From an optimization exercise on the open Yosys and OpenROAD flow, aimed at small area, a short achievable clock period and few clock cycles per item; shortcuts taken in it are not production practice. No functional check of the RTL was part of any run shown here.

==> flow/design.v, too long to show whole: its modules and the start of the top module <==
// module csa_x2: 7 lines
// module csa_mj: 8 lines
// module omux3: 11 lines
// module mul_tree: 1489 lines
// module round_add: 452 lines
// module tz23: 11 lines
// module ieee754_mul_arb: 229 lines
module ieee754_mul_arb (
  input  logic        clk,
  input  logic        rst_n,
  input  logic        req0_valid,
  input  logic [31:0] req0_a,
  input  logic [31:0] req0_b,
  output logic        req0_ready,
  input  logic        req1_valid,
  input  logic [31:0] req1_a,
  input  logic [31:0] req1_b,
  output logic        req1_ready,
  output logic        rsp_valid,
  input  logic        rsp_ready,
  output logic        rsp_id,
  output logic [31:0] rsp_s,
  output logic        rsp_ovf,
  output logic        rsp_unf
);
  // ...
==> flow/flow/run.sh <==
#!/bin/bash
# The standard layout (standard.sh) with changes to how it is made, not to what it must meet
# (the clock and constraints are the design's):
#  - timing repair aims at a setup slack of SETUP_SLACK_MARGIN ns instead of the default;
#  - the buffers that every port gets are buf_2 cells instead of the default delay buffers;
#  - clock tree synthesis builds the tree from clkbuf_8 cells (clkbuf_16 at the root) and adds
#    no dummy loads.
# standard.sh's output goes to standard.log here; each ORFS step logs to orfs/logs/.
set -euo pipefail
export SETUP_SLACK_MARGIN=7.0
export BUFFER_PORTS_ARGS="-buffer_cell sky130_fd_sc_hd__buf_2"
export CTS_ARGS="-sink_clustering_enable -repair_clock_nets -dont_use_dummy_load -root_buf sky130_fd_sc_hd__clkbuf_16 -buf_list sky130_fd_sc_hd__clkbuf_8"
bash standard.sh > standard.log 2>&1
==> flow/standard.sh <==
#!/bin/bash
# synth_recipe.tcl (not shown) runs the flow's synth.tcl, then flattens the netlist and writes it again
# the make line also repeats each setting of config.mk as NAME=value (left out here)
make -C /OpenROAD-flow-scripts/flow DESIGN_CONFIG=/design/flow/config.mk WORK_HOME=/design/flow/orfs CLKGATE_MAP_FILE= SYNTH_SCRIPT=/design/flow/synth_recipe.tcl "${@:-finish}"
==> flow/config.mk <==
export PLATFORM = sky130hd
export DESIGN_NAME = ieee754_mul_arb
export DESIGN_NICKNAME = ieee754_mul_arb
export VERILOG_FILES = /design/flow/design.v
export SDC_FILE = /design/flow/constraint.sdc
export NUM_CORES = 4
export LEC_CHECK = 0
export CAP_MARGIN = 20
export CORE_MARGIN = 2
export CORE_UTILIZATION = 55
export SLEW_MARGIN = 20
export SYNTH_HIERARCHICAL = 1
==> flow/constraint.sdc <==
create_clock -name core_clock -period 10.5 [get_ports {clk}]
set_input_delay 2.1000 -clock core_clock [delete_from_list [all_inputs] [get_ports {clk}]]
set_output_delay 2.1000 -clock core_clock [all_outputs]
set_load 0.01 [all_outputs]
==> flow_summary.json, run 1 <==
{
  "grt_overflow": 0,
  "startpoint_type": "register",
  "min_period_over_period_pct": 33.8,
  "crit_cells": 13,
  "critPathKind": "register to register",
  "areaGrowthSynthToFinish_pct": 8.92,
  "clockBufferCount": 47,
  "nonClkBufAreaFrac_pct": 6.69,
  "clk_path_buf_depth": 3,
  "setup_slack_ns": 6.95,
  "dieHeight_um": 234,
  "postCtsSetupBuffers": 20,
  "multi_input_area_share_pct": 62.3,
  "inverters": 124,
  "wl_met2_mm": 39.8,
  "antenna_found_initial": 0,
  "grt_pass1_wl_mm": 124,
  "post-route-util_pct": 60.4,
  "nNonClkBuffers": 300,
  "worstPathMaxFanout": 5,
  "clock_skew_ns": 0.0329,
  "dieWidth_um": 234,
  "endpoint_kind": "register",
  "place_congestion": 0.893,
  "status": "finished clean",
  "core_area_um2": 52300,
  "n_tap_cell": 688,
  "layout_commonest_cell": "xor2_1"
}
==> module ieee754_mul_arb, before the edit <==
module ieee754_mul_arb (
  input  logic        clk,
  input  logic        rst_n,
  input  logic        req0_valid,
  input  logic [31:0] req0_a,
  input  logic [31:0] req0_b,
  output logic        req0_ready,
  input  logic        req1_valid,
  input  logic [31:0] req1_a,
  input  logic [31:0] req1_b,
  output logic        req1_ready,
  output logic        rsp_valid,
  input  logic        rsp_ready,
  output logic        rsp_id,
  output logic [31:0] rsp_s,
  output logic        rsp_ovf,
  output logic        rsp_unf
);
  logic       turn_q, rdy0_q, rdy1_q;
  logic       v1_q, v2_q;
  logic [1:0] cnt_q;           
  logic       vld_q;           
  logic acc, push_ok, en2, en1, push, pop;
  logic v1_d, v2_d;
  logic [1:0] cnt_d;
  logic rdy_d, turn_d;
  assign acc     = (req0_valid & rdy0_q) | (req1_valid & rdy1_q);
  assign pop     = vld_q & rsp_ready;
  assign push_ok = (cnt_q != 2'd2);
  assign en2     = ~v2_q | push_ok;
  assign push    = v2_q & push_ok;
  assign en1     = ~v1_q | en2;
  always_comb begin
    v1_d   = en1 ? acc : v1_q;
    v2_d   = en2 ? v1_q : v2_q;
    cnt_d  = cnt_q + {1'b0, push} - {1'b0, pop};
    rdy_d  = ~(v1_d & v2_d & (cnt_d == 2'd2));
    turn_d = turn_q ^ (rdy0_q | rdy1_q);
  end
  always_ff @(posedge clk or negedge rst_n) begin
    if (!rst_n) begin
      turn_q <= 1'b0;
      rdy0_q <= 1'b0;
      rdy1_q <= 1'b0;
      v1_q   <= 1'b0;
      v2_q   <= 1'b0;
      cnt_q  <= 2'd0;
      vld_q  <= 1'b0;
    end else begin
      turn_q <= turn_d;
      rdy0_q <= rdy_d & ~turn_d;
      rdy1_q <= rdy_d & turn_d;
      v1_q   <= v1_d;
      v2_q   <= v2_d;
      cnt_q  <= cnt_d;
      vld_q  <= (cnt_d != 2'd0);
    end
  end
  assign req0_ready = rdy0_q;
  assign req1_ready = rdy1_q;
  logic [31:0] a_in, b_in;
  logic [11:0] one_in, two_in;
  logic [31:0] a1_q, b1_q;
  logic [11:0] one1_q, two1_q;
  logic        id1_q;
  assign a_in = turn_q ? req1_a : req0_a;
  assign b_in = turn_q ? req1_b : req0_b;
  always_comb begin
    logic [24:0] mbx;
    mbx = {1'b1, b_in[22:0], 1'b0};    
    for (int i = 0; i < 12; i++) begin
      one_in[i] = mbx[2*i+1] ^ mbx[2*i];
      two_in[i] = (mbx[2*i+2] & ~mbx[2*i+1] & ~mbx[2*i]) | (~mbx[2*i+2] & mbx[2*i+1] & mbx[2*i]);
    end
  end
  always_ff @(posedge clk) begin
    if (en1) begin
      a1_q   <= a_in;
      b1_q   <= b_in;
      one1_q <= one_in;
      two1_q <= two_in;
      id1_q  <= turn_q;
    end
  end
  logic [7:0]  ea, eb;
  logic        a_zero, b_zero, a_inf, b_inf, a_nan, b_nan;
  logic        nan_a, inf_a, zero_a;
  logic [9:0]  esum_a;
  logic [4:0]  tza, tzb;
  logic [5:0]  tzs;
  logic        st_lo_a, st_hi_a;
  logic [11:0] bneg;
  logic [47:0] r0_a, r1_a;
  logic        c10_a;
  assign ea     = a1_q[30:23];
  assign eb     = b1_q[30:23];
  assign a_zero = (ea == 8'h00);
  assign b_zero = (eb == 8'h00);
  assign a_inf  = (ea == 8'hff) && (a1_q[22:0] == 23'd0);
  assign b_inf  = (eb == 8'hff) && (b1_q[22:0] == 23'd0);
  assign a_nan  = (ea == 8'hff) && (a1_q[22:0] != 23'd0);
  assign b_nan  = (eb == 8'hff) && (b1_q[22:0] != 23'd0);
  assign nan_a  = a_nan | b_nan | (a_inf & b_zero) | (b_inf & a_zero);
  assign inf_a  = a_inf | b_inf;
  assign zero_a = a_zero | b_zero;
  assign esum_a = {2'b00, ea} + {2'b00, eb} - 10'd127;
  tz23 u_tza (.f(a1_q[22:0]), .n(tza));
  tz23 u_tzb (.f(b1_q[22:0]), .n(tzb));
  assign tzs     = {1'b0, tza} + {1'b0, tzb};
  assign st_lo_a = (tzs < 6'd22);    
  assign st_hi_a = (tzs < 6'd23);    
  always_comb begin
    for (int i = 0; i < 11; i++) bneg[i] = b1_q[2*i+1];
    bneg[11] = 1'b1;
  end
  mul_tree u_tree (
    .ma   ({1'b1, a1_q[22:0]}),
    .bneg (bneg),
    .bone (one1_q),
    .btwo (two1_q),
    .r0   (r0_a),
    .r1   (r1_a),
    .c10  (c10_a)
  );
  logic [47:10] r0_q, r1_q;
  logic        c10_q;
  logic [9:0]  esum_q;
  logic        sgn_q, spec_q, spec_ff_q, spec_nan_q, st_lo_q, st_hi_q, id2_q;
  always_ff @(posedge clk) begin
    if (en2) begin
      r0_q       <= r0_a[47:10];
      r1_q       <= r1_a[47:10];
      c10_q      <= c10_a;
      esum_q     <= esum_a;
      sgn_q      <= (a1_q[31] ^ b1_q[31]) & ~nan_a;
      spec_q     <= nan_a | inf_a | zero_a;
      spec_ff_q  <= nan_a | inf_a;
      spec_nan_q <= nan_a;
      st_lo_q    <= st_lo_a;
      st_hi_q    <= st_hi_a;
      id2_q      <= id1_q;
    end
  end
  logic        c22, h24;
  logic [22:0] t0, t1;
  logic [3:0]  zb, za, zc;             
  logic [3:0]  zd;                     
  logic        sel_u, sel_h, sel_l, bh, bl2, bl1, p23, p22;
  logic        tie_h, tie_l, hi, ovl;
  logic [22:0] uh, ul;
  logic [22:0] mant_h, mant_l;
  logic [9:0]  e1;
  logic        ovf0, ovf1, unf0, unf1, nrm0, nrm1;
  logic [7:0]  fill0, fill1;
  logic        inc;
  logic [7:0]  ex0, ex1;
  logic [22:0] fr_h, fr_l;
  logic        ovf_1, ovf_0, unf_1, unf_0;
  round_add u_add (.x(r0_q), .y(r1_q), .c10(c10_q), .c22(c22), .h24(h24), .t0(t0), .t1(t1));
  always_comb begin
    zb    = {1'b0, h24, 2'b00} + {2'b00, r0_q[23], 1'b0} + {2'b00, r1_q[23], 1'b0}
          + {3'b000, r0_q[22]} + {3'b000, r1_q[22]};
    za    = zb + 4'd1;
    zc    = zb + 4'd2;
    zd    = zb + 4'd3;
    sel_u = c22 ? za[3] : zb[3];       
    sel_h = c22 ? zd[3] : zc[3];       
    sel_l = c22 ? zc[3] : za[3];       
    bh    = c22 ? zd[2] : zc[2];       
    bl2   = c22 ? zc[2] : za[2];       
    bl1   = c22 ? zc[1] : za[1];       
    p23   = c22 ? za[1] : zb[1];       
    p22   = c22 ? ~zb[0] : zb[0];      
    tie_h = p23 & ~st_hi_q;            
    tie_l = p22 & ~st_lo_q;            
    uh    = sel_h ? t1 : t0;           
    ul    = sel_l ? t1 : t0;           
    hi    = sel_u ? t1[22] : t0[22];   
    ovl   = ul[22];                    
    mant_h = {uh[21:0], bh & ~tie_h};
    mant_l = {ul[20:0], bl2, bl1 & ~tie_l};
    e1    = esum_q + 10'd1;
    ovf0  = !esum_q[9] && (esum_q[8] || esum_q[7:0] == 8'hff);
    unf0  = esum_q[9] || esum_q == 10'd0;
    ovf1  = !e1[9] && (e1[8] || e1[7:0] == 8'hff);
    unf1  = e1[9] || e1 == 10'd0;
    nrm0  = ~spec_q & ~ovf0 & ~unf0;
    nrm1  = ~spec_q & ~ovf1 & ~unf1;
    fill0 = {8{spec_ff_q | (~spec_q & ovf0)}};
    fill1 = {8{spec_ff_q | (~spec_q & ovf1)}};
    inc   = hi | ovl;
    ex0   = nrm0 ? esum_q[7:0] : fill0;
    ex1   = nrm1 ? e1[7:0] : fill1;
    fr_h  = (mant_h & {23{nrm1}}) | {spec_nan_q, 22'd0};
    fr_l  = (mant_l & {23{nrm0}}) | {spec_nan_q, 22'd0};
    ovf_1 = ~spec_q & ovf1;
    ovf_0 = ~spec_q & ovf0;
    unf_1 = ~spec_q & unf1 & ~ovf1;
    unf_0 = ~spec_q & unf0 & ~ovf0;
  end
  logic [34:0] out_q, sk_q, q_d;
  logic        c2, h1, h0, i1, i0, out_en, sk_en;
  assign c2     = (cnt_q == 2'd2);
  assign h1     = hi & ~c2;
  assign h0     = ~hi & ~c2;
  assign i1     = inc & ~c2;
  assign i0     = ~inc & ~c2;
  assign out_en = c2 ? pop : push & (cnt_q == 2'd0 || pop);
  assign sk_en  = push & (cnt_q == 2'd1) & ~pop;
  for (genvar j = 0; j < 23; j++) begin : g_fr
    omux3 u_m (.a(fr_h[j]), .b(fr_l[j]), .c(sk_q[j]), .sa(h1), .sb(h0), .sc(c2), .y(q_d[j]));
  end
  for (genvar k = 0; k < 8; k++) begin : g_ex
    omux3 u_m (.a(ex1[k]), .b(ex0[k]), .c(sk_q[23+k]), .sa(i1), .sb(i0), .sc(c2), .y(q_d[23+k]));
  end
  omux3 u_unf (.a(unf_1), .b(unf_0), .c(sk_q[32]), .sa(i1), .sb(i0), .sc(c2), .y(q_d[32]));
  omux3 u_ovf (.a(ovf_1), .b(ovf_0), .c(sk_q[33]), .sa(i1), .sb(i0), .sc(c2), .y(q_d[33]));
  assign q_d[31] = c2 ? sk_q[31] : sgn_q;
  assign q_d[34] = c2 ? sk_q[34] : id2_q;
  always_ff @(posedge clk) begin
    if (out_en) out_q <= q_d;
    if (sk_en)  sk_q  <= q_d;
  end
  assign rsp_valid = vld_q;
  assign rsp_id    = out_q[34];
  assign rsp_ovf   = out_q[33];
  assign rsp_unf   = out_q[32];
  assign rsp_s     = out_q[31:0];
endmodule
==> run 2, diff against run 1 <==
--- a/flow/design.v
+++ b/flow/design.v
@@ -14,4 +14,25 @@
   assign y = (a & b) | (a & c) | (b & c);
 endmodule
+module pfx_g (
+  input  logic gh,
+  input  logic th,
+  input  logic gl,
+  output logic g
+);
+  assign g = gh | (th & gl);
+endmodule
+module hisel (
+  input  logic a0,
+  input  logic a1,
+  input  logic sel,
+  input  logic c2,
+  output logic s1,
+  output logic s0
+);
+  logic v;
+  assign v  = sel ? a1 : a0;
+  assign s1 = v & ~c2;
+  assign s0 = ~v & ~c2;
+endmodule
 module omux3 (
   input  logic a,
@@ -1480,6 +1501,54 @@
   csa_x2 u_s847 (.a(ppn11), .b(k13), .y(s847));
   assign c848 = ppn11 & k13;
-  assign r0 = {s847, s844, s841, s838, s835, s832, s829, s826, s823, s820, s817, s814, s811, s808, s805, s802, s799, s796, s793, s790, s787, s784, s781, s778, s775, s772, s769, s766, s763, s760, s757, s754, s751, s748, s745, s742, s739, s736, s733, s730, s727, s724, s721, s718, s716, s714, pp0_1, pp0_0};
-  assign r1 = {c845, c842, c839, c836, c833, c830, c827, c824, c821, c818, c815, c812, c809, c806, c803, c800, c797, c794, c791, c788, c785, c782, c779, c776, c773, c770, c767, c764, c761, c758, c755, c752, c749, c746, c743, c740, c737, c734, c731, c728, c725, c722, c719, c717, c715, bneg[1], 1'b0, bneg[0]};
+  wire hr24;
+  csa_x2 u_hr24 (.a(s778), .b(c776), .y(hr24));
+  wire hr25;
+  csa_x2 u_hr25 (.a(s781), .b(c779), .y(hr25));
+  wire hr26;
+  csa_x2 u_hr26 (.a(s784), .b(c782), .y(hr26));
+  wire hr27;
+  csa_x2 u_hr27 (.a(s787), .b(c785), .y(hr27));
+  wire hr28;
+  csa_x2 u_hr28 (.a(s790), .b(c788), .y(hr28));
+  wire hr29;
+  csa_x2 u_hr29 (.a(s793), .b(c791), .y(hr29));
+  wire hr30;
+  csa_x2 u_hr30 (.a(s796), .b(c794), .y(hr30));
+  wire hr31;
+  csa_x2 u_hr31 (.a(s799), .b(c797), .y(hr31));
+  wire hr32;
+  csa_x2 u_hr32 (.a(s802), .b(c800), .y(hr32));
+  wire hr33;
+  csa_x2 u_hr33 (.a(s805), .b(c803), .y(hr33));
+  wire hr34;
+  csa_x2 u_hr34 (.a(s808), .b(c806), .y(hr34));
+  wire hr35;
+  csa_x2 u_hr35 (.a(s811), .b(c809), .y(hr35));
+  wire hr36;
+  csa_x2 u_hr36 (.a(s814), .b(c812), .y(hr36));
+  wire hr37;
+  csa_x2 u_hr37 (.a(s817), .b(c815), .y(hr37));
+  wire hr38;
+  csa_x2 u_hr38 (.a(s820), .b(c818), .y(hr38));
+  wire hr39;
+  csa_x2 u_hr39 (.a(s823), .b(c821), .y(hr39));
+  wire hr40;
+  csa_x2 u_hr40 (.a(s826), .b(c824), .y(hr40));
+  wire hr41;
+  csa_x2 u_hr41 (.a(s829), .b(c827), .y(hr41));
+  wire hr42;
+  csa_x2 u_hr42 (.a(s832), .b(c830), .y(hr42));
+  wire hr43;
+  csa_x2 u_hr43 (.a(s835), .b(c833), .y(hr43));
+  wire hr44;
+  csa_x2 u_hr44 (.a(s838), .b(c836), .y(hr44));
+  wire hr45;
+  csa_x2 u_hr45 (.a(s841), .b(c839), .y(hr45));
+  wire hr46;
+  csa_x2 u_hr46 (.a(s844), .b(c842), .y(hr46));
+  wire hr47;
+  csa_x2 u_hr47 (.a(s847), .b(c845), .y(hr47));
+  assign r0 = {hr47, hr46, hr45, hr44, hr43, hr42, hr41, hr40, hr39, hr38, hr37, hr36, hr35, hr34, hr33, hr32, hr31, hr30, hr29, hr28, hr27, hr26, hr25, hr24, s775, s772, s769, s766, s763, s760, s757, s754, s751, s748, s745, s742, s739, s736, s733, s730, s727, s724, s721, s718, s716, s714, pp0_1, pp0_0};
+  assign r1 = {(s844 & c842), (s841 & c839), (s838 & c836), (s835 & c833), (s832 & c830), (s829 & c827), (s826 & c824), (s823 & c821), (s820 & c818), (s817 & c815), (s814 & c812), (s811 & c809), (s808 & c806), (s805 & c803), (s802 & c800), (s799 & c797), (s796 & c794), (s793 & c791), (s790 & c788), (s787 & c785), (s784 & c782), (s781 & c779), (s778 & c776), 1'b0, c773, c770, c767, c764, c761, c758, c755, c752, c749, c746, c743, c740, c737, c734, c731, c728, c725, c722, c719, c717, c715, bneg[1], 1'b0, bneg[0]};
   wire qg849 = (pp0_1 & 1'b0) | ((pp0_1 | 1'b0) & (pp0_0 & bneg[0]));
   wire qt850 = (pp0_1 | 1'b0) & (pp0_0 | bneg[0]);
@@ -1568,229 +1637,265 @@
   wire lt922 = lt912 & lt910;
   assign c22 = lg921;
-  wire hx24;
-  csa_x2 u_hx24 (.a(x[24]), .b(y[24]), .y(hx24));
-  wire hx25;
-  csa_x2 u_hx25 (.a(x[25]), .b(y[25]), .y(hx25));
-  wire hx26;
-  csa_x2 u_hx26 (.a(x[26]), .b(y[26]), .y(hx26));
-  wire hx27;
-  csa_x2 u_hx27 (.a(x[27]), .b(y[27]), .y(hx27));
-  wire hx28;
-  csa_x2 u_hx28 (.a(x[28]), .b(y[28]), .y(hx28));
-  wire hx29;
-  csa_x2 u_hx29 (.a(x[29]), .b(y[29]), .y(hx29));
-  wire hx30;
-  csa_x2 u_hx30 (.a(x[30]), .b(y[30]), .y(hx30));
-  wire hx31;
-  csa_x2 u_hx31 (.a(x[31]), .b(y[31]), .y(hx31));
-  wire hx32;
-  csa_x2 u_hx32 (.a(x[32]), .b(y[32]), .y(hx32));
-  wire hx33;
-  csa_x2 u_hx33 (.a(x[33]), .b(y[33]), .y(hx33));
-  wire hx34;
-  csa_x2 u_hx34 (.a(x[34]), .b(y[34]), .y(hx34));
-  wire hx35;
-  csa_x2 u_hx35 (.a(x[35]), .b(y[35]), .y(hx35));
-  wire hx36;
-  csa_x2 u_hx36 (.a(x[36]), .b(y[36]), .y(hx36));
-  wire hx37;
-  csa_x2 u_hx37 (.a(x[37]), .b(y[37]), .y(hx37));
-  wire hx38;
-  csa_x2 u_hx38 (.a(x[38]), .b(y[38]), .y(hx38));
-  wire hx39;
-  csa_x2 u_hx39 (.a(x[39]), .b(y[39]), .y(hx39));
-  wire hx40;
-  csa_x2 u_hx40 (.a(x[40]), .b(y[40]), .y(hx40));
-  wire hx41;
-  csa_x2 u_hx41 (.a(x[41]), .b(y[41]), .y(hx41));
-  wire hx42;
-  csa_x2 u_hx42 (.a(x[42]), .b(y[42]), .y(hx42));
-  wire hx43;
-  csa_x2 u_hx43 (.a(x[43]), .b(y[43]), .y(hx43));
-  wire hx44;
-  csa_x2 u_hx44 (.a(x[44]), .b(y[44]), .y(hx44));
-  wire hx45;
-  csa_x2 u_hx45 (.a(x[45]), .b(y[45]), .y(hx45));
-  wire hx46;
-  csa_x2 u_hx46 (.a(x[46]), .b(y[46]), .y(hx46));
-  wire hx47;
-  csa_x2 u_hx47 (.a(x[47]), .b(y[47]), .y(hx47));
-  assign h24 = hx24;
-  wire ug923 = (hx26 & (x[25] & y[25])) | ((hx26 | (x[25] & y[25])) & (hx25 & (x[24] & y[24])));
-  wire ut924 = (hx26 | (x[25] & y[25])) & (hx25 | (x[24] & y[24]));
-  wire ug925 = (hx27 & (x[26] & y[26])) | ((hx27 | (x[26] & y[26])) & (hx26 & (x[25] & y[25])));
-  wire ut926 = (hx27 | (x[26] & y[26])) & (hx26 | (x[25] & y[25]));
-  wire ug927 = (hx28 & (x[27] & y[27])) | ((hx28 | (x[27] & y[27])) & (hx27 & (x[26] & y[26])));
-  wire ut928 = (hx28 | (x[27] & y[27])) & (hx27 | (x[26] & y[26]));
-  wire ug929 = (hx29 & (x[28] & y[28])) | ((hx29 | (x[28] & y[28])) & (hx28 & (x[27] & y[27])));
-  wire ut930 = (hx29 | (x[28] & y[28])) & (hx28 | (x[27] & y[27]));
-  wire ug931 = (hx30 & (x[29] & y[29])) | ((hx30 | (x[29] & y[29])) & (hx29 & (x[28] & y[28])));
-  wire ut932 = (hx30 | (x[29] & y[29])) & (hx29 | (x[28] & y[28]));
-  wire ug933 = (hx31 & (x[30] & y[30])) | ((hx31 | (x[30] & y[30])) & (hx30 & (x[29] & y[29])));
-  wire ut934 = (hx31 | (x[30] & y[30])) & (hx30 | (x[29] & y[29]));
-  wire ug935 = (hx32 & (x[31] & y[31])) | ((hx32 | (x[31] & y[31])) & (hx31 & (x[30] & y[30])));
-  wire ut936 = (hx32 | (x[31] & y[31])) & (hx31 | (x[30] & y[30]));
-  wire ug937 = (hx33 & (x[32] & y[32])) | ((hx33 | (x[32] & y[32])) & (hx32 & (x[31] & y[31])));
-  wire ut938 = (hx33 | (x[32] & y[32])) & (hx32 | (x[31] & y[31]));
-  wire ug939 = (hx34 & (x[33] & y[33])) | ((hx34 | (x[33] & y[33])) & (hx33 & (x[32] & y[32])));
-  wire ut940 = (hx34 | (x[33] & y[33])) & (hx33 | (x[32] & y[32]));
-  wire ug941 = (hx35 & (x[34] & y[34])) | ((hx35 | (x[34] & y[34])) & (hx34 & (x[33] & y[33])));
-  wire ut942 = (hx35 | (x[34] & y[34])) & (hx34 | (x[33] & y[33]));
-  wire ug943 = (hx36 & (x[35] & y[35])) | ((hx36 | (x[35] & y[35])) & (hx35 & (x[34] & y[34])));
-  wire ut944 = (hx36 | (x[35] & y[35])) & (hx35 | (x[34] & y[34]));
-  wire ug945 = (hx37 & (x[36] & y[36])) | ((hx37 | (x[36] & y[36])) & (hx36 & (x[35] & y[35])));
-  wire ut946 = (hx37 | (x[36] & y[36])) & (hx36 | (x[35] & y[35]));
-  wire ug947 = (hx38 & (x[37] & y[37])) | ((hx38 | (x[37] & y[37])) & (hx37 & (x[36] & y[36])));
-  wire ut948 = (hx38 | (x[37] & y[37])) & (hx37 | (x[36] & y[36]));
-  wire ug949 = (hx39 & (x[38] & y[38])) | ((hx39 | (x[38] & y[38])) & (hx38 & (x[37] & y[37])));
-  wire ut950 = (hx39 | (x[38] & y[38])) & (hx38 | (x[37] & y[37]));
-  wire ug951 = (hx40 & (x[39] & y[39])) | ((hx40 | (x[39] & y[39])) & (hx39 & (x[38] & y[38])));
-  wire ut952 = (hx40 | (x[39] & y[39])) & (hx39 | (x[38] & y[38]));
-  wire ug953 = (hx41 & (x[40] & y[40])) | ((hx41 | (x[40] & y[40])) & (hx40 & (x[39] & y[39])));
-  wire ut954 = (hx41 | (x[40] & y[40])) & (hx40 | (x[39] & y[39]));
-  wire ug955 = (hx42 & (x[41] & y[41])) | ((hx42 | (x[41] & y[41])) & (hx41 & (x[40] & y[40])));
-  wire ut956 = (hx42 | (x[41] & y[41])) & (hx41 | (x[40] & y[40]));
-  wire ug957 = (hx43 & (x[42] & y[42])) | ((hx43 | (x[42] & y[42])) & (hx42 & (x[41] & y[41])));
-  wire ut958 = (hx43 | (x[42] & y[42])) & (hx42 | (x[41] & y[41]));
-  wire ug959 = (hx44 & (x[43] & y[43])) | ((hx44 | (x[43] & y[43])) & (hx43 & (x[42] & y[42])));
-  wire ut960 = (hx44 | (x[43] & y[43])) & (hx43 | (x[42] & y[42]));
-  wire ug961 = (hx45 & (x[44] & y[44])) | ((hx45 | (x[44] & y[44])) & (hx44 & (x[43] & y[43])));
-  wire ut962 = (hx45 | (x[44] & y[44])) & (hx44 | (x[43] & y[43]));
-  wire ug963 = (hx46 & (x[45] & y[45])) | ((hx46 | (x[45] & y[45])) & (hx45 & (x[44] & y[44])));
-  wire ut964 = (hx46 | (x[45] & y[45])) & (hx45 | (x[44] & y[44]));
-  wire ug965 = (hx47 & (x[46] & y[46])) | ((hx47 | (x[46] & y[46])) & (hx46 & (x[45] & y[45])));
-  wire ut966 = (hx47 | (x[46] & y[46])) & (hx46 | (x[45] & y[45]));
-  wire ug967 = ug925 | (ut926 & (hx25 & (x[24] & y[24])));
-  wire ut968 = ut926 & (hx25 | (x[24] & y[24]));
-  wire ug969 = ug927 | (ut928 & ug923);
-  wire ut970 = ut928 & ut924;
-  wire ug971 = ug929 | (ut930 & ug925);
-  wire ut972 = ut930 & ut926;
-  wire ug973 = ug931 | (ut932 & ug927);
-  wire ut974 = ut932 & ut928;
-  wire ug975 = ug933 | (ut934 & ug929);
-  wire ut976 = ut934 & ut930;
-  wire ug977 = ug935 | (ut936 & ug931);
-  wire ut978 = ut936 & ut932;
-  wire ug979 = ug937 | (ut938 & ug933);
-  wire ut980 = ut938 & ut934;
-  wire ug981 = ug939 | (ut940 & ug935);
-  wire ut982 = ut940 & ut936;
-  wire ug983 = ug941 | (ut942 & ug937);
-  wire ut984 = ut942 & ut938;
-  wire ug985 = ug943 | (ut944 & ug939);
-  wire ut986 = ut944 & ut940;
-  wire ug987 = ug945 | (ut946 & ug941);
-  wire ut988 = ut946 & ut942;
-  wire ug989 = ug947 | (ut948 & ug943);
-  wire ut990 = ut948 & ut944;
-  wire ug991 = ug949 | (ut950 & ug945);
-  wire ut992 = ut950 & ut946;
-  wire ug993 = ug951 | (ut952 & ug947);
-  wire ut994 = ut952 & ut948;
-  wire ug995 = ug953 | (ut954 & ug949);
-  wire ut996 = ut954 & ut950;
-  wire ug997 = ug955 | (ut956 & ug951);
-  wire ut998 = ut956 & ut952;
-  wire ug999 = ug957 | (ut958 & ug953);
-  wire ut1000 = ut958 & ut954;
-  wire ug1001 = ug959 | (ut960 & ug955);
-  wire ut1002 = ut960 & ut956;
-  wire ug1003 = ug961 | (ut962 & ug957);
-  wire ut1004 = ut962 & ut958;
-  wire ug1005 = ug963 | (ut964 & ug959);
-  wire ut1006 = ut964 & ut960;
-  wire ug1007 = ug965 | (ut966 & ug961);
-  wire ut1008 = ut966 & ut962;
-  wire ug1009 = ug971 | (ut972 & (hx25 & (x[24] & y[24])));
-  wire ut1010 = ut972 & (hx25 | (x[24] & y[24]));
-  wire ug1011 = ug973 | (ut974 & ug923);
-  wire ut1012 = ut974 & ut924;
-  wire ug1013 = ug975 | (ut976 & ug967);
-  wire ut1014 = ut976 & ut968;
-  wire ug1015 = ug977 | (ut978 & ug969);
-  wire ut1016 = ut978 & ut970;
-  wire ug1017 = ug979 | (ut980 & ug971);
-  wire ut1018 = ut980 & ut972;
-  wire ug1019 = ug981 | (ut982 & ug973);
-  wire ut1020 = ut982 & ut974;
-  wire ug1021 = ug983 | (ut984 & ug975);
-  wire ut1022 = ut984 & ut976;
-  wire ug1023 = ug985 | (ut986 & ug977);
-  wire ut1024 = ut986 & ut978;
-  wire ug1025 = ug987 | (ut988 & ug979);
-  wire ut1026 = ut988 & ut980;
-  wire ug1027 = ug989 | (ut990 & ug981);
-  wire ut1028 = ut990 & ut982;
-  wire ug1029 = ug991 | (ut992 & ug983);
-  wire ut1030 = ut992 & ut984;
-  wire ug1031 = ug993 | (ut994 & ug985);
-  wire ut1032 = ut994 & ut986;
-  wire ug1033 = ug995 | (ut996 & ug987);
-  wire ut1034 = ut996 & ut988;
-  wire ug1035 = ug997 | (ut998 & ug989);
-  wire ut1036 = ut998 & ut990;
-  wire ug1037 = ug999 | (ut1000 & ug991);
-  wire ut1038 = ut1000 & ut992;
-  wire ug1039 = ug1001 | (ut1002 & ug993);
-  wire ut1040 = ut1002 & ut994;
-  wire ug1041 = ug1003 | (ut1004 & ug995);
-  wire ut1042 = ut1004 & ut996;
-  wire ug1043 = ug1005 | (ut1006 & ug997);
-  wire ut1044 = ut1006 & ut998;
-  wire ug1045 = ug1007 | (ut1008 & ug999);
-  wire ut1046 = ut1008 & ut1000;
-  wire ug1047 = ug1017 | (ut1018 & (hx25 & (x[24] & y[24])));
-  wire ut1048 = ut1018 & (hx25 | (x[24] & y[24]));
-  wire ug1049 = ug1019 | (ut1020 & ug923);
-  wire ut1050 = ut1020 & ut924;
-  wire ug1051 = ug1021 | (ut1022 & ug967);
-  wire ut1052 = ut1022 & ut968;
-  wire ug1053 = ug1023 | (ut1024 & ug969);
-  wire ut1054 = ut1024 & ut970;
-  wire ug1055 = ug1025 | (ut1026 & ug1009);
-  wire ut1056 = ut1026 & ut1010;
-  wire ug1057 = ug1027 | (ut1028 & ug1011);
-  wire ut1058 = ut1028 & ut1012;
-  wire ug1059 = ug1029 | (ut1030 & ug1013);
-  wire ut1060 = ut1030 & ut1014;
-  wire ug1061 = ug1031 | (ut1032 & ug1015);
-  wire ut1062 = ut1032 & ut1016;
-  wire ug1063 = ug1033 | (ut1034 & ug1017);
-  wire ut1064 = ut1034 & ut1018;
-  wire ug1065 = ug1035 | (ut1036 & ug1019);
-  wire ut1066 = ut1036 & ut1020;
-  wire ug1067 = ug1037 | (ut1038 & ug1021);
-  wire ut1068 = ut1038 & ut1022;
-  wire ug1069 = ug1039 | (ut1040 & ug1023);
-  wire ut1070 = ut1040 & ut1024;
-  wire ug1071 = ug1041 | (ut1042 & ug1025);
-  wire ut1072 = ut1042 & ut1026;
-  wire ug1073 = ug1043 | (ut1044 & ug1027);
-  wire ut1074 = ut1044 & ut1028;
-  wire ug1075 = ug1045 | (ut1046 & ug1029);
-  wire ut1076 = ut1046 & ut1030;
-  wire ug1077 = ug1063 | (ut1064 & (hx25 & (x[24] & y[24])));
-  wire ut1078 = ut1064 & (hx25 | (x[24] & y[24]));
-  wire ug1079 = ug1065 | (ut1066 & ug923);
-  wire ut1080 = ut1066 & ut924;
-  wire ug1081 = ug1067 | (ut1068 & ug967);
-  wire ut1082 = ut1068 & ut968;
-  wire ug1083 = ug1069 | (ut1070 & ug969);
-  wire ut1084 = ut1070 & ut970;
-  wire ug1085 = ug1071 | (ut1072 & ug1009);
-  wire ut1086 = ut1072 & ut1010;
-  wire ug1087 = ug1073 | (ut1074 & ug1011);
-  wire ut1088 = ut1074 & ut1012;
-  wire ug1089 = ug1075 | (ut1076 & ug1013);
-  wire ut1090 = ut1076 & ut1014;
+  assign h24 = x[24];
+  wire ug923, ut924;
+  pfx_g u_ug923 (.gh((x[26] & y[26])), .th((x[26] | y[26])), .gl((x[25] & y[25])), .g(ug923));
+  assign ut924 = (x[26] | y[26]) & (x[25] | y[25]);
+  wire ug925, ut926;
+  pfx_g u_ug925 (.gh((x[27] & y[27])), .th((x[27] | y[27])), .gl((x[26] & y[26])), .g(ug925));
+  assign ut926 = (x[27] | y[27]) & (x[26] | y[26]);
+  wire ug927, ut928;
+  pfx_g u_ug927 (.gh((x[28] & y[28])), .th((x[28] | y[28])), .gl((x[27] & y[27])), .g(ug927));
+  assign ut928 = (x[28] | y[28]) & (x[27] | y[27]);
+  wire ug929, ut930;
+  pfx_g u_ug929 (.gh((x[29] & y[29])), .th((x[29] | y[29])), .gl((x[28] & y[28])), .g(ug929));
+  assign ut930 = (x[29] | y[29]) & (x[28] | y[28]);
+  wire ug931, ut932;
+  pfx_g u_ug931 (.gh((x[30] & y[30])), .th((x[30] | y[30])), .gl((x[29] & y[29])), .g(ug931));
+  assign ut932 = (x[30] | y[30]) & (x[29] | y[29]);
+  wire ug933, ut934;
+  pfx_g u_ug933 (.gh((x[31] & y[31])), .th((x[31] | y[31])), .gl((x[30] & y[30])), .g(ug933));
+  assign ut934 = (x[31] | y[31]) & (x[30] | y[30]);
+  wire ug935, ut936;
+  pfx_g u_ug935 (.gh((x[32] & y[32])), .th((x[32] | y[32])), .gl((x[31] & y[31])), .g(ug935));
+  assign ut936 = (x[32] | y[32]) & (x[31] | y[31]);
+  wire ug937, ut938;
+  pfx_g u_ug937 (.gh((x[33] & y[33])), .th((x[33] | y[33])), .gl((x[32] & y[32])), .g(ug937));
+  assign ut938 = (x[33] | y[33]) & (x[32] | y[32]);
+  wire ug939, ut940;
+  pfx_g u_ug939 (.gh((x[34] & y[34])), .th((x[34] | y[34])), .gl((x[33] & y[33])), .g(ug939));
+  assign ut940 = (x[34] | y[34]) & (x[33] | y[33]);
+  wire ug941, ut942;
+  pfx_g u_ug941 (.gh((x[35] & y[35])), .th((x[35] | y[35])), .gl((x[34] & y[34])), .g(ug941));
+  assign ut942 = (x[35] | y[35]) & (x[34] | y[34]);
+  wire ug943, ut944;
+  pfx_g u_ug943 (.gh((x[36] & y[36])), .th((x[36] | y[36])), .gl((x[35] & y[35])), .g(ug943));
+  assign ut944 = (x[36] | y[36]) & (x[35] | y[35]);
+  wire ug945, ut946;
+  pfx_g u_ug945 (.gh((x[37] & y[37])), .th((x[37] | y[37])), .gl((x[36] & y[36])), .g(ug945));
+  assign ut946 = (x[37] | y[37]) & (x[36] | y[36]);
+  wire ug947, ut948;
+  pfx_g u_ug947 (.gh((x[38] & y[38])), .th((x[38] | y[38])), .gl((x[37] & y[37])), .g(ug947));
+  assign ut948 = (x[38] | y[38]) & (x[37] | y[37]);
+  wire ug949, ut950;
+  pfx_g u_ug949 (.gh((x[39] & y[39])), .th((x[39] | y[39])), .gl((x[38] & y[38])), .g(ug949));
+  assign ut950 = (x[39] | y[39]) & (x[38] | y[38]);
+  wire ug951, ut952;
+  pfx_g u_ug951 (.gh((x[40] & y[40])), .th((x[40] | y[40])), .gl((x[39] & y[39])), .g(ug951));
+  assign ut952 = (x[40] | y[40]) & (x[39] | y[39]);
+  wire ug953, ut954;
+  pfx_g u_ug953 (.gh((x[41] & y[41])), .th((x[41] | y[41])), .gl((x[40] & y[40])), .g(ug953));
+  assign ut954 = (x[41] | y[41]) & (x[40] | y[40]);
+  wire ug955, ut956;
+  pfx_g u_ug955 (.gh((x[42] & y[42])), .th((x[42] | y[42])), .gl((x[41] & y[41])), .g(ug955));
+  assign ut956 = (x[42] | y[42]) & (x[41] | y[41]);
+  wire ug957, ut958;
+  pfx_g u_ug957 (.gh((x[43] & y[43])), .th((x[43] | y[43])), .gl((x[42] & y[42])), .g(ug957));
+  assign ut958 = (x[43] | y[43]) & (x[42] | y[42]);
+  wire ug959, ut960;
+  pfx_g u_ug959 (.gh((x[44] & y[44])), .th((x[44] | y[44])), .gl((x[43] & y[43])), .g(ug959));
+  assign ut960 = (x[44] | y[44]) & (x[43] | y[43]);
+  wire ug961, ut962;
+  pfx_g u_ug961 (.gh((x[45] & y[45])), .th((x[45] | y[45])), .gl((x[44] & y[44])), .g(ug961));
+  assign ut962 = (x[45] | y[45]) & (x[44] | y[44]);
+  wire ug963, ut964;
+  pfx_g u_ug963 (.gh((x[46] & y[46])), .th((x[46] | y[46])), .gl((x[45] & y[45])), .g(ug963));
+  assign ut964 = (x[46] | y[46]) & (x[45] | y[45]);
+  wire ug965, ut966;
+  pfx_g u_ug965 (.gh((x[47] & y[47])), .th((x[47] | y[47])), .gl((x[46] & y[46])), .g(ug965));
+  assign ut966 = (x[47] | y[47]) & (x[46] | y[46]);
+  wire ug967, ut968;
+  pfx_g u_ug967 (.gh(ug925), .th(ut926), .gl((x[25] & y[25])), .g(ug967));
+  assign ut968 = ut926 & (x[25] | y[25]);
+  wire ug969, ut970;
+  pfx_g u_ug969 (.gh(ug927), .th(ut928), .gl(ug923), .g(ug969));
+  assign ut970 = ut928 & ut924;
+  wire ug971, ut972;
+  pfx_g u_ug971 (.gh(ug929), .th(ut930), .gl(ug925), .g(ug971));
+  assign ut972 = ut930 & ut926;
+  wire ug973, ut974;
+  pfx_g u_ug973 (.gh(ug931), .th(ut932), .gl(ug927), .g(ug973));
+  assign ut974 = ut932 & ut928;
+  wire ug975, ut976;
+  pfx_g u_ug975 (.gh(ug933), .th(ut934), .gl(ug929), .g(ug975));
+  assign ut976 = ut934 & ut930;
+  wire ug977, ut978;
+  pfx_g u_ug977 (.gh(ug935), .th(ut936), .gl(ug931), .g(ug977));
+  assign ut978 = ut936 & ut932;
+  wire ug979, ut980;
+  pfx_g u_ug979 (.gh(ug937), .th(ut938), .gl(ug933), .g(ug979));
+  assign ut980 = ut938 & ut934;
+  wire ug981, ut982;
+  pfx_g u_ug981 (.gh(ug939), .th(ut940), .gl(ug935), .g(ug981));
+  assign ut982 = ut940 & ut936;
+  wire ug983, ut984;
+  pfx_g u_ug983 (.gh(ug941), .th(ut942), .gl(ug937), .g(ug983));
+  assign ut984 = ut942 & ut938;
+  wire ug985, ut986;
+  pfx_g u_ug985 (.gh(ug943), .th(ut944), .gl(ug939), .g(ug985));
+  assign ut986 = ut944 & ut940;
+  wire ug987, ut988;
+  pfx_g u_ug987 (.gh(ug945), .th(ut946), .gl(ug941), .g(ug987));
+  assign ut988 = ut946 & ut942;
+  wire ug989, ut990;
+  pfx_g u_ug989 (.gh(ug947), .th(ut948), .gl(ug943), .g(ug989));
+  assign ut990 = ut948 & ut944;
+  wire ug991, ut992;
+  pfx_g u_ug991 (.gh(ug949), .th(ut950), .gl(ug945), .g(ug991));
+  assign ut992 = ut950 & ut946;
+  wire ug993, ut994;
+  pfx_g u_ug993 (.gh(ug951), .th(ut952), .gl(ug947), .g(ug993));
+  assign ut994 = ut952 & ut948;
+  wire ug995, ut996;
+  pfx_g u_ug995 (.gh(ug953), .th(ut954), .gl(ug949), .g(ug995));
+  assign ut996 = ut954 & ut950;
+  wire ug997, ut998;
+  pfx_g u_ug997 (.gh(ug955), .th(ut956), .gl(ug951), .g(ug997));
+  assign ut998 = ut956 & ut952;
+  wire ug999, ut1000;
+  pfx_g u_ug999 (.gh(ug957), .th(ut958), .gl(ug953), .g(ug999));
+  assign ut1000 = ut958 & ut954;
+  wire ug1001, ut1002;
+  pfx_g u_ug1001 (.gh(ug959), .th(ut960), .gl(ug955), .g(ug1001));
+  assign ut1002 = ut960 & ut956;
+  wire ug1003, ut1004;
+  pfx_g u_ug1003 (.gh(ug961), .th(ut962), .gl(ug957), .g(ug1003));
+  assign ut1004 = ut962 & ut958;
+  wire ug1005, ut1006;
+  pfx_g u_ug1005 (.gh(ug963), .th(ut964), .gl(ug959), .g(ug1005));
+  assign ut1006 = ut964 & ut960;
+  wire ug1007, ut1008;
+  pfx_g u_ug1007 (.gh(ug965), .th(ut966), .gl(ug961), .g(ug1007));
+  assign ut1008 = ut966 & ut962;
+  wire ug1009, ut1010;
+  pfx_g u_ug1009 (.gh(ug971), .th(ut972), .gl((x[25] & y[25])), .g(ug1009));
+  assign ut1010 = ut972 & (x[25] | y[25]);
+  wire ug1011, ut1012;
+  pfx_g u_ug1011 (.gh(ug973), .th(ut974), .gl(ug923), .g(ug1011));
+  assign ut1012 = ut974 & ut924;
+  wire ug1013, ut1014;
+  pfx_g u_ug1013 (.gh(ug975), .th(ut976), .gl(ug967), .g(ug1013));
+  assign ut1014 = ut976 & ut968;
+  wire ug1015, ut1016;
+  pfx_g u_ug1015 (.gh(ug977), .th(ut978), .gl(ug969), .g(ug1015));
+  assign ut1016 = ut978 & ut970;
+  wire ug1017, ut1018;
+  pfx_g u_ug1017 (.gh(ug979), .th(ut980), .gl(ug971), .g(ug1017));
+  assign ut1018 = ut980 & ut972;
+  wire ug1019, ut1020;
+  pfx_g u_ug1019 (.gh(ug981), .th(ut982), .gl(ug973), .g(ug1019));
+  assign ut1020 = ut982 & ut974;
+  wire ug1021, ut1022;
+  pfx_g u_ug1021 (.gh(ug983), .th(ut984), .gl(ug975), .g(ug1021));
+  assign ut1022 = ut984 & ut976;
+  wire ug1023, ut1024;
+  pfx_g u_ug1023 (.gh(ug985), .th(ut986), .gl(ug977), .g(ug1023));
+  assign ut1024 = ut986 & ut978;
+  wire ug1025, ut1026;
+  pfx_g u_ug1025 (.gh(ug987), .th(ut988), .gl(ug979), .g(ug1025));
+  assign ut1026 = ut988 & ut980;
+  wire ug1027, ut1028;
+  pfx_g u_ug1027 (.gh(ug989), .th(ut990), .gl(ug981), .g(ug1027));
+  assign ut1028 = ut990 & ut982;
+  wire ug1029, ut1030;
+  pfx_g u_ug1029 (.gh(ug991), .th(ut992), .gl(ug983), .g(ug1029));
+  assign ut1030 = ut992 & ut984;
+  wire ug1031, ut1032;
+  pfx_g u_ug1031 (.gh(ug993), .th(ut994), .gl(ug985), .g(ug1031));
+  assign ut1032 = ut994 & ut986;
+  wire ug1033, ut1034;
+  pfx_g u_ug1033 (.gh(ug995), .th(ut996), .gl(ug987), .g(ug1033));
+  assign ut1034 = ut996 & ut988;
+  wire ug1035, ut1036;
+  pfx_g u_ug1035 (.gh(ug997), .th(ut998), .gl(ug989), .g(ug1035));
+  assign ut1036 = ut998 & ut990;
+  wire ug1037, ut1038;
+  pfx_g u_ug1037 (.gh(ug999), .th(ut1000), .gl(ug991), .g(ug1037));
+  assign ut1038 = ut1000 & ut992;
+  wire ug1039, ut1040;
+  pfx_g u_ug1039 (.gh(ug1001), .th(ut1002), .gl(ug993), .g(ug1039));
+  assign ut1040 = ut1002 & ut994;
+  wire ug1041, ut1042;
+  pfx_g u_ug1041 (.gh(ug1003), .th(ut1004), .gl(ug995), .g(ug1041));
+  assign ut1042 = ut1004 & ut996;
+  wire ug1043, ut1044;
+  pfx_g u_ug1043 (.gh(ug1005), .th(ut1006), .gl(ug997), .g(ug1043));
+  assign ut1044 = ut1006 & ut998;
+  wire ug1045, ut1046;
+  pfx_g u_ug1045 (.gh(ug1007), .th(ut1008), .gl(ug999), .g(ug1045));
+  assign ut1046 = ut1008 & ut1000;
+  wire ug1047, ut1048;
+  pfx_g u_ug1047 (.gh(ug1017), .th(ut1018), .gl((x[25] & y[25])), .g(ug1047));
+  assign ut1048 = ut1018 & (x[25] | y[25]);
+  wire ug1049, ut1050;
+  pfx_g u_ug1049 (.gh(ug1019), .th(ut1020), .gl(ug923), .g(ug1049));
+  assign ut1050 = ut1020 & ut924;
+  wire ug1051, ut1052;
+  pfx_g u_ug1051 (.gh(ug1021), .th(ut1022), .gl(ug967), .g(ug1051));
+  assign ut1052 = ut1022 & ut968;
+  wire ug1053, ut1054;
+  pfx_g u_ug1053 (.gh(ug1023), .th(ut1024), .gl(ug969), .g(ug1053));
+  assign ut1054 = ut1024 & ut970;
+  wire ug1055, ut1056;
+  pfx_g u_ug1055 (.gh(ug1025), .th(ut1026), .gl(ug1009), .g(ug1055));
+  assign ut1056 = ut1026 & ut1010;
+  wire ug1057, ut1058;
+  pfx_g u_ug1057 (.gh(ug1027), .th(ut1028), .gl(ug1011), .g(ug1057));
+  assign ut1058 = ut1028 & ut1012;
+  wire ug1059, ut1060;
+  pfx_g u_ug1059 (.gh(ug1029), .th(ut1030), .gl(ug1013), .g(ug1059));
+  assign ut1060 = ut1030 & ut1014;
+  wire ug1061, ut1062;
+  pfx_g u_ug1061 (.gh(ug1031), .th(ut1032), .gl(ug1015), .g(ug1061));
+  assign ut1062 = ut1032 & ut1016;
+  wire ug1063, ut1064;
+  pfx_g u_ug1063 (.gh(ug1033), .th(ut1034), .gl(ug1017), .g(ug1063));
+  assign ut1064 = ut1034 & ut1018;
+  wire ug1065, ut1066;
+  pfx_g u_ug1065 (.gh(ug1035), .th(ut1036), .gl(ug1019), .g(ug1065));
+  assign ut1066 = ut1036 & ut1020;
+  wire ug1067, ut1068;
+  pfx_g u_ug1067 (.gh(ug1037), .th(ut1038), .gl(ug1021), .g(ug1067));
+  assign ut1068 = ut1038 & ut1022;
+  wire ug1069, ut1070;
+  pfx_g u_ug1069 (.gh(ug1039), .th(ut1040), .gl(ug1023), .g(ug1069));
+  assign ut1070 = ut1040 & ut1024;
+  wire ug1071, ut1072;
+  pfx_g u_ug1071 (.gh(ug1041), .th(ut1042), .gl(ug1025), .g(ug1071));
+  assign ut1072 = ut1042 & ut1026;
+  wire ug1073, ut1074;
+  pfx_g u_ug1073 (.gh(ug1043), .th(ut1044), .gl(ug1027), .g(ug1073));
+  assign ut1074 = ut1044 & ut1028;
+  wire ug1075, ut1076;
+  pfx_g u_ug1075 (.gh(ug1045), .th(ut1046), .gl(ug1029), .g(ug1075));
+  assign ut1076 = ut1046 & ut1030;
+  wire ug1077, ut1078;
+  pfx_g u_ug1077 (.gh(ug1063), .th(ut1064), .gl((x[25] & y[25])), .g(ug1077));
+  assign ut1078 = ut1064 & (x[25] | y[25]);
+  wire ug1079, ut1080;
+  pfx_g u_ug1079 (.gh(ug1065), .th(ut1066), .gl(ug923), .g(ug1079));
+  assign ut1080 = ut1066 & ut924;
+  wire ug1081, ut1082;
+  pfx_g u_ug1081 (.gh(ug1067), .th(ut1068), .gl(ug967), .g(ug1081));
+  assign ut1082 = ut1068 & ut968;
+  wire ug1083, ut1084;
+  pfx_g u_ug1083 (.gh(ug1069), .th(ut1070), .gl(ug969), .g(ug1083));
+  assign ut1084 = ut1070 & ut970;
+  wire ug1085, ut1086;
+  pfx_g u_ug1085 (.gh(ug1071), .th(ut1072), .gl(ug1009), .g(ug1085));
+  assign ut1086 = ut1072 & ut1010;
+  wire ug1087, ut1088;
+  pfx_g u_ug1087 (.gh(ug1073), .th(ut1074), .gl(ug1011), .g(ug1087));
+  assign ut1088 = ut1074 & ut1012;
+  wire ug1089, ut1090;
+  pfx_g u_ug1089 (.gh(ug1075), .th(ut1076), .gl(ug1013), .g(ug1089));
+  assign ut1090 = ut1076 & ut1014;
   wire px0, ca0, cb0, s0x0, s1x0;
-  csa_x2 u_px0 (.a(hx25), .b((x[24] & y[24])), .y(px0));
+  csa_x2 u_px0 (.a(x[25]), .b(y[25]), .y(px0));
   assign t0[0] = px0;
   assign t1[0] = ~px0;
   wire px1, ca1, cb1, s0x1, s1x1;
-  csa_x2 u_px1 (.a(hx26), .b((x[25] & y[25])), .y(px1));
-  assign ca1 = (hx25 & (x[24] & y[24]));
-  assign cb1 = (hx25 & (x[24] & y[24])) | (hx25 | (x[24] & y[24]));
+  csa_x2 u_px1 (.a(x[26]), .b(y[26]), .y(px1));
+  assign ca1 = (x[25] & y[25]);
+  assign cb1 = (x[25] & y[25]) | (x[25] | y[25]);
   csa_x2 u_s0x1 (.a(px1), .b(ca1), .y(s0x1));
   csa_x2 u_s1x1 (.a(px1), .b(cb1), .y(s1x1));
@@ -1798,5 +1903,5 @@
   assign t1[1] = s1x1;
   wire px2, ca2, cb2, s0x2, s1x2;
-  csa_x2 u_px2 (.a(hx27), .b((x[26] & y[26])), .y(px2));
+  csa_x2 u_px2 (.a(x[27]), .b(y[27]), .y(px2));
   assign ca2 = ug923;
   assign cb2 = ug923 | ut924;
@@ -1806,5 +1911,5 @@
   assign t1[2] = s1x2;
   wire px3, ca3, cb3, s0x3, s1x3;
-  csa_x2 u_px3 (.a(hx28), .b((x[27] & y[27])), .y(px3));
+  csa_x2 u_px3 (.a(x[28]), .b(y[28]), .y(px3));
   assign ca3 = ug967;
   assign cb3 = ug967 | ut968;
@@ -1814,5 +1919,5 @@
   assign t1[3] = s1x3;
   wire px4, ca4, cb4, s0x4, s1x4;
-  csa_x2 u_px4 (.a(hx29), .b((x[28] & y[28])), .y(px4));
+  csa_x2 u_px4 (.a(x[29]), .b(y[29]), .y(px4));
   assign ca4 = ug969;
   assign cb4 = ug969 | ut970;
@@ -1822,5 +1927,5 @@
   assign t1[4] = s1x4;
   wire px5, ca5, cb5, s0x5, s1x5;
-  csa_x2 u_px5 (.a(hx30), .b((x[29] & y[29])), .y(px5));
+  csa_x2 u_px5 (.a(x[30]), .b(y[30]), .y(px5));
   assign ca5 = ug1009;
   assign cb5 = ug1009 | ut1010;
@@ -1830,5 +1935,5 @@
   assign t1[5] = s1x5;
   wire px6, ca6, cb6, s0x6, s1x6;
-  csa_x2 u_px6 (.a(hx31), .b((x[30] & y[30])), .y(px6));
+  csa_x2 u_px6 (.a(x[31]), .b(y[31]), .y(px6));
   assign ca6 = ug1011;
   assign cb6 = ug1011 | ut1012;
@@ -1838,5 +1943,5 @@
   assign t1[6] = s1x6;
   wire px7, ca7, cb7, s0x7, s1x7;
-  csa_x2 u_px7 (.a(hx32), .b((x[31] & y[31])), .y(px7));
+  csa_x2 u_px7 (.a(x[32]), .b(y[32]), .y(px7));
   assign ca7 = ug1013;
   assign cb7 = ug1013 | ut1014;
@@ -1846,5 +1951,5 @@
   assign t1[7] = s1x7;
   wire px8, ca8, cb8, s0x8, s1x8;
-  csa_x2 u_px8 (.a(hx33), .b((x[32] & y[32])), .y(px8));
+  csa_x2 u_px8 (.a(x[33]), .b(y[33]), .y(px8));
   assign ca8 = ug1015;
   assign cb8 = ug1015 | ut1016;
@@ -1854,5 +1959,5 @@
   assign t1[8] = s1x8;
   wire px9, ca9, cb9, s0x9, s1x9;
-  csa_x2 u_px9 (.a(hx34), .b((x[33] & y[33])), .y(px9));
+  csa_x2 u_px9 (.a(x[34]), .b(y[34]), .y(px9));
   assign ca9 = ug1047;
   assign cb9 = ug1047 | ut1048;
@@ -1862,5 +1967,5 @@
   assign t1[9] = s1x9;
   wire px10, ca10, cb10, s0x10, s1x10;
-  csa_x2 u_px10 (.a(hx35), .b((x[34] & y[34])), .y(px10));
+  csa_x2 u_px10 (.a(x[35]), .b(y[35]), .y(px10));
   assign ca10 = ug1049;
   assign cb10 = ug1049 | ut1050;
@@ -1870,5 +1975,5 @@
   assign t1[10] = s1x10;
   wire px11, ca11, cb11, s0x11, s1x11;
-  csa_x2 u_px11 (.a(hx36), .b((x[35] & y[35])), .y(px11));
+  csa_x2 u_px11 (.a(x[36]), .b(y[36]), .y(px11));
   assign ca11 = ug1051;
   assign cb11 = ug1051 | ut1052;
@@ -1878,5 +1983,5 @@
   assign t1[11] = s1x11;
   wire px12, ca12, cb12, s0x12, s1x12;
-  csa_x2 u_px12 (.a(hx37), .b((x[36] & y[36])), .y(px12));
+  csa_x2 u_px12 (.a(x[37]), .b(y[37]), .y(px12));
   assign ca12 = ug1053;
   assign cb12 = ug1053 | ut1054;
@@ -1886,5 +1991,5 @@
   assign t1[12] = s1x12;
   wire px13, ca13, cb13, s0x13, s1x13;
-  csa_x2 u_px13 (.a(hx38), .b((x[37] & y[37])), .y(px13));
+  csa_x2 u_px13 (.a(x[38]), .b(y[38]), .y(px13));
   assign ca13 = ug1055;
   assign cb13 = ug1055 | ut1056;
@@ -1894,5 +1999,5 @@
   assign t1[13] = s1x13;
   wire px14, ca14, cb14, s0x14, s1x14;
-  csa_x2 u_px14 (.a(hx39), .b((x[38] & y[38])), .y(px14));
+  csa_x2 u_px14 (.a(x[39]), .b(y[39]), .y(px14));
   assign ca14 = ug1057;
   assign cb14 = ug1057 | ut1058;
@@ -1902,5 +2007,5 @@
   assign t1[14] = s1x14;
   wire px15, ca15, cb15, s0x15, s1x15;
-  csa_x2 u_px15 (.a(hx40), .b((x[39] & y[39])), .y(px15));
+  csa_x2 u_px15 (.a(x[40]), .b(y[40]), .y(px15));
   assign ca15 = ug1059;
   assign cb15 = ug1059 | ut1060;
@@ -1910,5 +2015,5 @@
   assign t1[15] = s1x15;
   wire px16, ca16, cb16, s0x16, s1x16;
-  csa_x2 u_px16 (.a(hx41), .b((x[40] & y[40])), .y(px16));
+  csa_x2 u_px16 (.a(x[41]), .b(y[41]), .y(px16));
   assign ca16 = ug1061;
   assign cb16 = ug1061 | ut1062;
@@ -1918,5 +2023,5 @@
   assign t1[16] = s1x16;
   wire px17, ca17, cb17, s0x17, s1x17;
-  csa_x2 u_px17 (.a(hx42), .b((x[41] & y[41])), .y(px17));
+  csa_x2 u_px17 (.a(x[42]), .b(y[42]), .y(px17));
   assign ca17 = ug1077;
   assign cb17 = ug1077 | ut1078;
@@ -1926,5 +2031,5 @@
   assign t1[17] = s1x17;
   wire px18, ca18, cb18, s0x18, s1x18;
-  csa_x2 u_px18 (.a(hx43), .b((x[42] & y[42])), .y(px18));
+  csa_x2 u_px18 (.a(x[43]), .b(y[43]), .y(px18));
   assign ca18 = ug1079;
   assign cb18 = ug1079 | ut1080;
@@ -1934,5 +2039,5 @@
   assign t1[18] = s1x18;
   wire px19, ca19, cb19, s0x19, s1x19;
-  csa_x2 u_px19 (.a(hx44), .b((x[43] & y[43])), .y(px19));
+  csa_x2 u_px19 (.a(x[44]), .b(y[44]), .y(px19));
   assign ca19 = ug1081;
   assign cb19 = ug1081 | ut1082;
@@ -1942,5 +2047,5 @@
   assign t1[19] = s1x19;
   wire px20, ca20, cb20, s0x20, s1x20;
-  csa_x2 u_px20 (.a(hx45), .b((x[44] & y[44])), .y(px20));
+  csa_x2 u_px20 (.a(x[45]), .b(y[45]), .y(px20));
   assign ca20 = ug1083;
   assign cb20 = ug1083 | ut1084;
@@ -1950,5 +2055,5 @@
   assign t1[20] = s1x20;
   wire px21, ca21, cb21, s0x21, s1x21;
-  csa_x2 u_px21 (.a(hx46), .b((x[45] & y[45])), .y(px21));
+  csa_x2 u_px21 (.a(x[46]), .b(y[46]), .y(px21));
   assign ca21 = ug1085;
   assign cb21 = ug1085 | ut1086;
@@ -1958,5 +2063,5 @@
   assign t1[21] = s1x21;
   wire px22, ca22, cb22, s0x22, s1x22;
-  csa_x2 u_px22 (.a(hx47), .b((x[46] & y[46])), .y(px22));
+  csa_x2 u_px22 (.a(x[47]), .b(y[47]), .y(px22));
   assign ca22 = ug1087;
   assign cb22 = ug1087 | ut1088;
@@ -2178,14 +2283,18 @@
   end
   logic [34:0] out_q, sk_q, q_d;
-  logic        c2, h1, h0, i1, i0, out_en, sk_en;
+  logic        c2, i1, i0, out_en, sk_en;
   assign c2     = (cnt_q == 2'd2);
-  assign h1     = hi & ~c2;
-  assign h0     = ~hi & ~c2;
-  assign i1     = inc & ~c2;
-  assign i0     = ~inc & ~c2;
+  logic [3:0] h1g, h0g;
+  logic       ovl_u;
+  for (genvar q = 0; q < 4; q++) begin : g_hi
+    hisel u_h (.a0(t0[22]), .a1(t1[22]), .sel(sel_u), .c2(c2), .s1(h1g[q]), .s0(h0g[q]));
+  end
+  assign ovl_u = sel_l ? t1[22] : t0[22];
+  hisel u_inc (.a0(ovl_u), .a1(1'b1), .sel(hi), .c2(c2), .s1(i1), .s0(i0));
   assign out_en = c2 ? pop : push & (cnt_q == 2'd0 || pop);
   assign sk_en  = push & (cnt_q == 2'd1) & ~pop;
   for (genvar j = 0; j < 23; j++) begin : g_fr
-    omux3 u_m (.a(fr_h[j]), .b(fr_l[j]), .c(sk_q[j]), .sa(h1), .sb(h0), .sc(c2), .y(q_d[j]));
+    omux3 u_m (.a(fr_h[j]), .b(fr_l[j]), .c(sk_q[j]), .sa(h1g[j / 6]), .sb(h0g[j / 6]), .sc(c2),
+               .y(q_d[j]));
   end
   for (genvar k = 0; k < 8; k++) begin : g_ex
==> flow/flow/run.sh (replaced) <==
#!/bin/bash
# The standard layout (standard.sh) with two changes to how it is made, not to what it must
# meet (the clock and constraints are the design's):
#  - timing repair aims at a setup slack of SETUP_SLACK_MARGIN ns instead of the default;
#  - the buffers that every port gets are buf_2 cells instead of the default delay buffers.
# standard.sh's output (make and every tool it runs) goes to standard.log here.
set -euo pipefail
export SETUP_SLACK_MARGIN=7.2
export BUFFER_PORTS_ARGS="-buffer_cell sky130_fd_sc_hd__buf_2"
bash standard.sh > standard.log 2>&1
==> flow_summary.json, run 2 <==
{
  "status": "finished clean",
  "r2r_start": "a1_q[19]",
  "clock_latency_ns": 0.59,
  "slew_violations": 0,
  "ys_warn_count": 8,
  "cp_slowest_cell": "edfxtp_1",
  "pre_cts_slack_ns": 6.23,
  "postRouteAntennaNets": 0,
  "vias": 23400,
  "place_congestion": 0.898,
  "met2_usage_pct": 48.5,
  "cts_tree": "built",
  "maxSlewHeadroom_pct": 29.2,
  "ctsHoldBuffers": 0,
  "hpwl_mm": 53.2,
  "clock_skew_ns": 0.0252,
  "rsz0062_at_grt": "yes",
  "critPathTopFamily": "XOR/XNOR gates",
  "dieHeight_um": 235,
  "top_regs": "r0_q (38), r1_q (37)",
  "r2r-end": "r1_q[32]",
  "antenna_found_initial": 0,
  "max_freq_mhz": 276,
  "path_common_cell": "xor2_1",
  "grt_overflow": 0,
  "dieArea_um2": 55000,
  "cp.required_ns": 10.84,
  "critPathKind": "register to register",
  "endpoint": "r1_q[32]",
  "diodes": 0,
  "grt_max_degree": 79,
  "routedWlPerCell_um": 21.6,
  "largest_reg_flops": 38,
  "clk_path_buf_depth": 3,
  "min_period_over_period_pct": 34.5,
  "via_per_inst": 6.01,
  "final-setup-viol-count": 0,
  "use_met3_pct": 5.04,
  "rr_worst_depth": 13,
  "fin_nets": 3355,
  "worstSetupStartpoint": "a1_q[19]",
  "ios": 171,
  "cpPeakStageDelay_ns": 0.45,
  "grt_pass1_vias": 22300,
  "drt_iter0_markers": 1691,
  "areaGrowthSynthToFinish_pct": 17.6,
  "startpoint_type": "register",
  "cp.buffers_inverters": 3,
  "drc": 0,
  "core_area_um2": 52600,
  "endpoint_kind": "register",
  "top_usage_layer": "met2",
  "fin_crit_ns": 3.63,
  "crit_chain": "buf_12 > a22oi_2 > xnor2_2 > xor2_1 > xor2_1 > xor2_1 > xor2_1 > xor2_1 > buf_4 > buf_4 > maj3_2 > maj3_2 > and2_1",
  "grt_usage_pct": 29.1,
  "layout_commonest_cell": "xor2_1",
  "crit_cells": 13,
  "num_rows": 84,
  "dr.pass1.iters": 6,
  "worstPathMaxFanout": 14,
  "drive_above_1_share_pct": 31.6,
  "clkTransAtPathRegs_ns": 0.06,
  "hp-class": "register to register",
  "use_met1_pct": 38.2,
  "cts_sinks": 259,
  "final_cell_mix": "597 x xor2_1, 295 x xnor2_1, 264 x maj3_2",
  "worstMarginPinSlew_ns": 1.06,
  "setup_slack_ns": 6.87,
  "start_util_pct": 55.6,
  "largest-register": "r0_q",
  "clockRootBuffer": "clkbuf_16",
  "hold_violations": 0,
  "drv_cap": 0,
  "htree_levels": 1,
  "synthCells": 3011,
  "dieWidth_um": 235,
  "worstPathArrival_ns": 3.97,
  "synth.cell_area_um2": 29200,
  "avgSynthCellArea_um2": 9.71,
  "r2r_slack_ns": 6.87,
  "numCtsBuffers": 30,
  "totalWireLength_mm": 84.3,
  "port_buffers": 170,
  "grt_pass1_wl_mm": 125,
  "finalSetupTns_ns": 0
}
[run 2: final cells by class]
type,count,area [µm²]
clock buffer,32,758
clock inverter,24,275
fill,4267,18200
inverter,135,507
multi-input combinational,2363,20900
sequential,259,7740
tap,688,861
timing repair buffer,396,3390
[run 2: what timing repair did]
| action | CTS | global route |
|---|---|---|
| gates resized for setup | 144 | 145 |
| gates cloned | 5 | 10 |
| buffers inserted | 61 | 87 |
| endpoints found under the setup margin | 106 | 110 |
| hold endpoints to repair | 0 | 0 |
| pin swaps | 77 | 185 |
[run 2: worst min-delay path by stage]
| stage | to | depth (start not counted) | from |
|---|---|---|---|
| final | id2_q | 0 | id1_q |
| after detailed placement | id2_q | 0 | id1_q |
| after floorplan | id2_q | 0 | id1_q |
| after global routing | id2_q | 0 | id1_q |
| after global placement | id2_q | 0 | id1_q |
| after CTS | id2_q | 0 | id1_q |
[run 2: layer usage]
layer  up-vias  share of wire [%]
met2       928                 47
met4         0                3.2
li1      10900                  -
met5         -                  0
met3       182                7.5
met1     11400                 42
[run 2: through the flow]
step	instances	instance area, µm²	hold slack (ns)	utilization (%)
after floorplan	3020	30000	0.400	-
after global placement	3677	30400	0.406	57.8
after detailed placement	3677	30400	0.411	57.8
after CTS	3799	32700	0.422	62.2
after global routing	3897	34400	0.432	65.5
final	3897	34400	0.419	65.5

==> port drivers added, routing unchanged <==
The results above use ideal ports. As a check the final layouts listed here were re-extracted and re-timed, cells and wires unchanged. Step 1 sets driving cells, clkbuf_16 on the clock port and buf_2 on the other inputs (assumed; they add their load-dependent delay and slew). Step 2, shift: input delay + t, output delay - t, t = (earliest + latest rising clock arrival at the registers) / 2. This alone moves slack from input paths to output paths. Three values: ideal, step 1, step 2; two values: the first two.
| run | shift t [ns] | slack for setup (ns) | worst setup path after step 2 |
|---|---|---|---|
| run 1 | 0.584 | 6.953 / 6.953 / 6.784 | input to register |
| run 2 | 0.644 | 6.873 / 6.873 / 6.702 | input to register |
After both steps setup and hold are still met in every run listed. For run 2, which loses most, drivers alone change the setup slack by 0.000 ns; drivers and shift together by -0.171 ns.
